Background: an optimization exercise with open tools, aiming at small area. Do not read the settings as production practice. The RTL was checked by simulation tests, not by an equivalence proof against the original design. Power figures rest on the tool's default switching activity, not on a simulated workload.

## design/flow/config.mk

```make
export PLATFORM = sky130hd
export DESIGN_NAME = game_top
export DESIGN_NICKNAME = game_top
export VERILOG_FILES = /design/flow/design.v
export SDC_FILE = /design/flow/constraint.sdc
export NUM_CORES = 4
export LEC_CHECK = 0
export CAP_MARGIN = 20
export CORE_MARGIN = 2
export CORE_UTILIZATION = 40
export SLEW_MARGIN = 20
```

## design/flow/constraint.sdc

```tcl
create_clock -name core_clock -period 6.0 [get_ports {clk25M}]
set_input_delay 1.2000 -clock core_clock [delete_from_list [all_inputs] [get_ports {clk25M}]]
set_output_delay 1.2000 -clock core_clock [all_outputs]
set_load 0.01 [all_outputs]
```

## design/flow/design.v

```verilog
`timescale 1ns/1ps
module game_top (
    input  logic              clk25M,
    input  logic              reset,
    input  logic              frame_tick,
    input  logic              btn_left,
    input  logic              btn_right,
    input  logic              btn_fire,
    input  logic [3:0]        speed,
    input  logic              scan_en,
    input  logic [9:0]        scan_h,
    input  logic [9:0]        scan_v,
    output logic              busy,
    output logic              pixel_en,
    output logic [11:0]       pixel_color
);
    localparam logic [5:0] SEQ_IDLE  = 6'd49;
    localparam logic [5:0] SEQ_START = 6'd17;    
    logic [5:0]  seq;
    logic [9:0]  fx;         
    logic [5:0]  fk;         
    logic [15:0] alive;
    logic        dir_r;
    logic [8:0]  cp;         
    logic        la;         
    logic [8:0]  lp;         
    logic [6:0]  lm;         
    assign busy = (seq != SEQ_IDLE);
    wire accept = frame_tick && !busy;
    always_ff @(posedge clk25M) begin
        if (reset)       seq <= SEQ_IDLE;
        else if (busy)   seq <= {seq[4:0], seq[5] ^ seq[4]};
        else if (accept) seq <= SEQ_START;
    end
    logic [3:0] col_alive, row_alive;
    logic [1:0] cmax, cmin, cdir, rmax;
    logic       any_alive;
    always_comb begin
        for (int c = 0; c < 4; c++)
            col_alive[c] = alive[c] | alive[4+c] | alive[8+c] | alive[12+c];
        for (int r = 0; r < 4; r++)
            row_alive[r] = |alive[4*r +: 4];
        any_alive = |col_alive;
        cmax = col_alive[3] ? 2'd3 : col_alive[2] ? 2'd2 : col_alive[1] ? 2'd1 : 2'd0;
        cmin = col_alive[0] ? 2'd0 : col_alive[1] ? 2'd1 : col_alive[2] ? 2'd2 : 2'd3;
        rmax = row_alive[3] ? 2'd3 : row_alive[2] ? 2'd2 : row_alive[1] ? 2'd1 : 2'd0;
        cdir = dir_r ? cmax : cmin;
    end
    logic [9:0] march;
    logic       wall, floor_hit;
    assign march = dir_r ? fx + 10'(speed) : fx - 10'(speed);
    assign wall  = any_alive && march[9] && (march[8:7] == {2{!dir_r}})
                && (march[6:5] == ~cdir) && march[4] && (march[3:0] != 4'd0);
    always_comb begin
        case (rmax)
            2'd0:    floor_hit = fk >= 6'd46;
            2'd1:    floor_hit = fk >= 6'd40;
            2'd2:    floor_hit = fk >= 6'd34;
            default: floor_hit = fk >= 6'd28;
        endcase
        floor_hit = floor_hit && any_alive;
    end
    logic [9:0] fx_n;
    logic [5:0] fk_n;
    assign fx_n = wall ? fx : march;
    assign fk_n = (wall && !floor_hit) ? fk + 6'd1 : fk;
    logic [9:0] dl_h;
    logic [8:0] dl_v;        
    logic [1:0] hit_r;
    logic       hit_rv, hit;
    logic [3:0] hit_i;
    assign dl_h = {lp, 1'b0} - fx_n;
    assign dl_v = {2'b00, lm} - {2'b00, fk_n, 1'b0} - 9'd7;
    always_comb begin
        hit_rv = 1'b1;
        if      (dl_v <= 9'd4)                      hit_r = 2'd0;
        else if (dl_v >= 9'd12 && dl_v <= 9'd16)    hit_r = 2'd1;
        else if (dl_v >= 9'd24 && dl_v <= 9'd28)    hit_r = 2'd2;
        else if (dl_v >= 9'd36 && dl_v <= 9'd40)    hit_r = 2'd3;
        else begin
            hit_r  = 2'd0;
            hit_rv = 1'b0;
        end
    end
    assign hit_i = {hit_r, dl_h[6:5]};
    assign hit   = la && hit_rv && (dl_h[9:7] == 3'd0) && !dl_h[4] && alive[hit_i];
    wire la_left = la && !hit;
    always_ff @(posedge clk25M) begin
        if (reset) begin
            fx    <= 10'd32;
            fk    <= 6'd0;
            alive <= '1;
            dir_r <= 1'b1;
            cp    <= 9'd156;
            la    <= 1'b0;
        end else if (accept) begin
            fx <= fx_n;
            fk <= fk_n;
            if (wall) dir_r <= !dir_r;
            if (hit) alive[hit_i] <= 1'b0;
            if (btn_left && cp != 9'd0)
                cp <= cp - 9'd1;
            else if (btn_right && cp < 9'd312)
                cp <= cp + 9'd1;
            if (la_left) begin
                if (lm == 7'd0) la <= 1'b0;
            end else begin
                la <= btn_fire;
            end
        end
    end
    always_ff @(posedge clk25M) begin
        if (accept) begin
            if (la_left) begin
                lm <= lm - 7'd1;
            end else if (btn_fire) begin
                lm <= 7'd108;
                lp <= cp + 9'd4;
            end
        end
    end
    logic [9:0] dh;
    logic [6:0] dv;          
    logic [8:0] dc;
    logic [7:0] dlv;
    logic       in_col, in_row, inv_px, can_px, las_px;
    logic [1:0] px_r;
    assign dh = scan_h - fx;
    assign dv = scan_v[9:3] - 7'(fk + 6'd4);
    assign in_col = (dh[9:7] == 3'd0) && !dh[4];
    always_comb begin
        in_row = 1'b1;
        case (dv[6:1])
            6'd0:    px_r = 2'd0;
            6'd3:    px_r = 2'd1;
            6'd6:    px_r = 2'd2;
            6'd9:    px_r = 2'd3;
            default: begin px_r = 2'd0; in_row = 1'b0; end
        endcase
    end
    assign inv_px = in_col && in_row && alive[{px_r, dh[6:5]}];
    assign dc     = scan_h[9:1] - cp;
    assign can_px = (scan_v[9:3] == 7'd55) && (dc[8:3] == 6'd0);
    assign dlv    = scan_v[9:2] - {1'b0, lm};
    assign las_px = la && (scan_h[9:1] == lp) && !scan_h[0] && (dlv[7:1] == 7'd0);
    logic [2:0] cls, cls_q1, cls_q2;
    logic [1:0] en_q;
    always_comb begin
        if (las_px)      cls = 3'b111;
        else if (can_px) cls = 3'b110;
        else if (inv_px) begin
            case (px_r)
                2'd0:    cls = 3'b101;
                2'd1:    cls = 3'b011;
                2'd2:    cls = 3'b010;
                default: cls = 3'b100;
            endcase
        end else         cls = 3'b000;
    end
    always_ff @(posedge clk25M) begin
        cls_q1 <= cls;
        cls_q2 <= cls_q1;
    end
    always_ff @(posedge clk25M) begin
        if (reset) en_q <= 2'b00;
        else       en_q <= {en_q[0], scan_en};
    end
    assign pixel_en = en_q[1];
    assign pixel_color = {{4{cls_q2[2]}},
                          cls_q2[1] | (cls_q2[2] & !cls_q2[0]),
                          {3{cls_q2[1]}},
                          {4{cls_q2[0]}}};
endmodule
```

## design/flow/run.sh

```bash
#!/bin/bash
# synth_recipe.tcl (not shown) runs the flow's synth.tcl, then flattens the netlist and writes it again
# the make line also repeats each setting of config.mk as NAME=value (left out here)
make -C /OpenROAD-flow-scripts/flow DESIGN_CONFIG=/design/flow/config.mk WORK_HOME=/design/flow/orfs CLKGATE_MAP_FILE= SYNTH_SCRIPT=/design/flow/synth_recipe.tcl finish
```

==> run summary <==
## final timing paths
kind	cells past startpoint	to	from	slack (ns)
min	0	cls_q2[2]	cls_q1[2]	0.32
max reg2reg	28	alive[13]	dir_r	0.08
min reg2reg	0	cls_q2[2]	cls_q1[2]	0.32
max	32	alive[13]	speed[0]	-0.73
## where the power goes
| group | internal, mW | switching, mW |
|---|---|---|
| registers | 0.551 | 0.0495 |
| logic | 0.512 | 0.532 |
| clock network | 0.293 | 0.223 |
## routing by layer
metal  up-vias  wire (µm)
met2       116       8740
met5         -          0
met3        18        668
li1       3247          -
met1      2964       9200
met4         0        249
## cell families after synthesis
family / count (synthesis) / share of synthesized area, %
compound gates: 206 / 20.8
xor+xnor: 67 / 9.05
fa+ha+maj: 77 / 14.6
buf+inv: 90 / 5.61
flops: 73 / 23.8
mux: 25 / 4.80
simple gates: 265 / 21.3
## per-stage QoR
stage / worst slack, ns / power, mW / instance area [µm²]
6_report: -0.735 / 2.16 / 9040
3_3_place_gp: -1.30 / 1.60 / 8380
2_1_floorplan: -0.736 / 1.24 / 7020
4_1_cts: -0.689 / 2.14 / 8850
3_5_place_dp: -1.35 / 1.60 / 8380
5_1_grt: -0.909 / 2.31 / 9040
## timing repair
action | CTS | global route
resized for setup | 38 | 24
endpoints found under the setup margin | 40 | 40
pin swaps | 29 | 24
buffers inserted | 11 | 11
## layout make-up
| class | count | area (µm²) | area share [%] |
|---|---|---|---|
| Sequential cell | 73 | 1620 | 17.9 |
| Tap cell | 220 | 275 | 3.04 |
| Clock inverter | 5 | 38.8 | 0.429 |
| Multi-Input combinational cell | 640 | 5210 | 57.6 |
| Inverter | 59 | 223 | 2.46 |
| Timing Repair Buffer | 173 | 1430 | 15.8 |
| Clock buffer | 11 | 243 | 2.69 |
## state kept, by name, indices dropped and copies added, names as in the netlist, 6 cells and up
register and cells:
seq 6, cp 9, fx 10, fk 6, lp 9, lm 7
alive 16
## placed cells by master (no fill, tap or decap), types with 5 or more instances in the layout
cell type        count
a211o_1              8
a211oi_1            12
a21o_1              20
a21oi_1             44
a21oi_2              7
a31oi_1             20
and3_4               5
buf_4              123
buf_6                8
clkbuf_16            9
clkdlybuf4s50_1     37
dfxtp_1             57
edfxtp_1            16
ha_1                67
inv_1               57
mux2_2               6
mux2i_1             10
mux4_2               5
nand2_1             29
nand2b_1            12
nand3_1             15
nand3b_1             6
nand4_1             13
nor2_1              78
nor2b_1             17
nor3_1              20
nor4_1               9
o211ai_1             6
o21a_1               9
o21ai_0             24
o21ai_1              6
or3_1                5
or4_1                6
xnor2_1             32
xnor2_2              9
xor2_1              24
## worst max-delay path: cells and delay by family
family	cells	cell delay, ns
and+or+nand+nor	7	1.69
AOI/OAI and AO/OA	9	1.22
adders and majority gates	4	1.01
buffers and inverters	7	0.93
muxes	3	0.69
xor gates and xnor gates	2	0.20
==> flow_summary.toml <==
[placed_design]
port_buffers = 42
gp_congestion = 0.839
dpl.hpwl_um = 14700
place_inst = 1145

[logic_synthesis]
ys.flop_type = "dfxtp_1"
synth_common_cells = "nor2_1 (81), ha_1 (73), inv_1 (58)"
synthArstFlopShare_pct = 0
synth_most_common_cell = "nor2_1"
synth_seq_cells = 73
netlist_instances = 803
yosysUniqueCellTypes = 85
syn_area_um2 = 6800
syn-num-nets = 911
synth_top_area_share_pct = 16.8
yosys_warnings = 1
synth.area.top_cells = "dfxtp_1 (17%), ha_1 (13%), edfxtp_1 (7.1%)"
synth_top_area_cell = "dfxtp_1"
ys_seq_area_share_pct = 23.8
synth_edf_count = 16
syn_area_per_cell_um2 = 8.47

[route]
drt_iter0_markers = 330
num_vias = 6345
routed_wl_um = 18900
first_pass_iters = 5
vias_per_cell = 5.37
postRouteAntennaNets = 0
drc_errors = 0
routedWlPerCell_um = 16.0

[run]
maxCapViolCount = 0

[grt]
antenna_found_initial = 0
grt_pass1_vias = 6107
gr-max-usage-layer = "met2"
grt_util_all_layers_pct = 21.5
gr-usage-met3_pct = 2.72
grt_overflow_total = 0
grt_pass1_wl_um = 31000
grt_max_degree = 57
use_met2_pct = 35.1
use_met1_pct = 29.9

[timing]
slew_headroom_pct = 36.0
final-setup-viol-count = 40
rsz0062_at_grt = "true"
min_period_over_period_pct = 112
period_needed_ns = 6.73
slew_viol_final = 0
skew_ns = 0.00822
fin_ws_ns = -0.735
worst_pin_slew_ns = 0.960
tns_ns = -25.99
maxClockFrequency_mhz = 148
holdWs_ns = 0.324
hold_viol = 0

[setup_path]
crit_type = "input port to register"
worstSetupEndpointType = "register"
cp-start-kind = "input port"
cp_max_fo = 7
cp.required_ns = 6.22
cp_slowest_cell = "or4_4"
max_stage_delay_ns = 0.49
arrival_ns = 6.96

[layout]
finalNetCount = 1064
nFillCells = 1621
antenna_cells = 0
final_util_pct = 54.5
area_growth_pct = 32.9
finalNonFillerCells = 1181
drive_gt1_share_pct = 25.8

[die]
core_area_um2 = 16600
ios = 45
dieHeight_um = 134
die_w_um = 134
dieArea_um2 = 18100
rows = 47
start_util_pct = 41.0

[status]
status = "complete, but fails checks"
violations = "negative setup slack"

[clock_network]
htreeDepth = 3
clockRootBuffer = "clkbuf_16"
clk_latency_ns = 0.35
cts_tree = "yes"
clk_path_buf_depth = 2
cts.sinks = 73
clk_pin_slew_worst_paths_ns = 0.06
cts-buffers-inserted = 9
cts_hold_buffers = 0

[power]
p_per_area_nw_per_um2 = 239
vdd_drop_max_mv = 0.176
leakagePower_nw = 3.74

[hold_path]
hold_class = "register to register"

what the ideal ports hide:
In the flow no input, the clock included, has a driving cell. The finished layout below was timed again as built, in two steps. Step 1: set_driving_cell puts a clkbuf_16 on clk25M and a buf_2 on each other input, an assumption about the parent block. Step 2 adds t to the input delays and takes it off the output delays; t is the mean of the earliest and latest rising clock arrival at the registers after step 1. Input paths then give back, and output paths get back, about the clock's delay inside the block. Slacks: no drivers / after step 1 / after step 2; pairs: no drivers / after step 1.
t, ns: 0.386
setup WS [ns]: -0.735 / -0.727 / -1.112
worst data-port slew with drivers (ns): 0.04
The setup slack of this run moves by +0.008 ns with the drivers and by -0.377 ns with both steps.
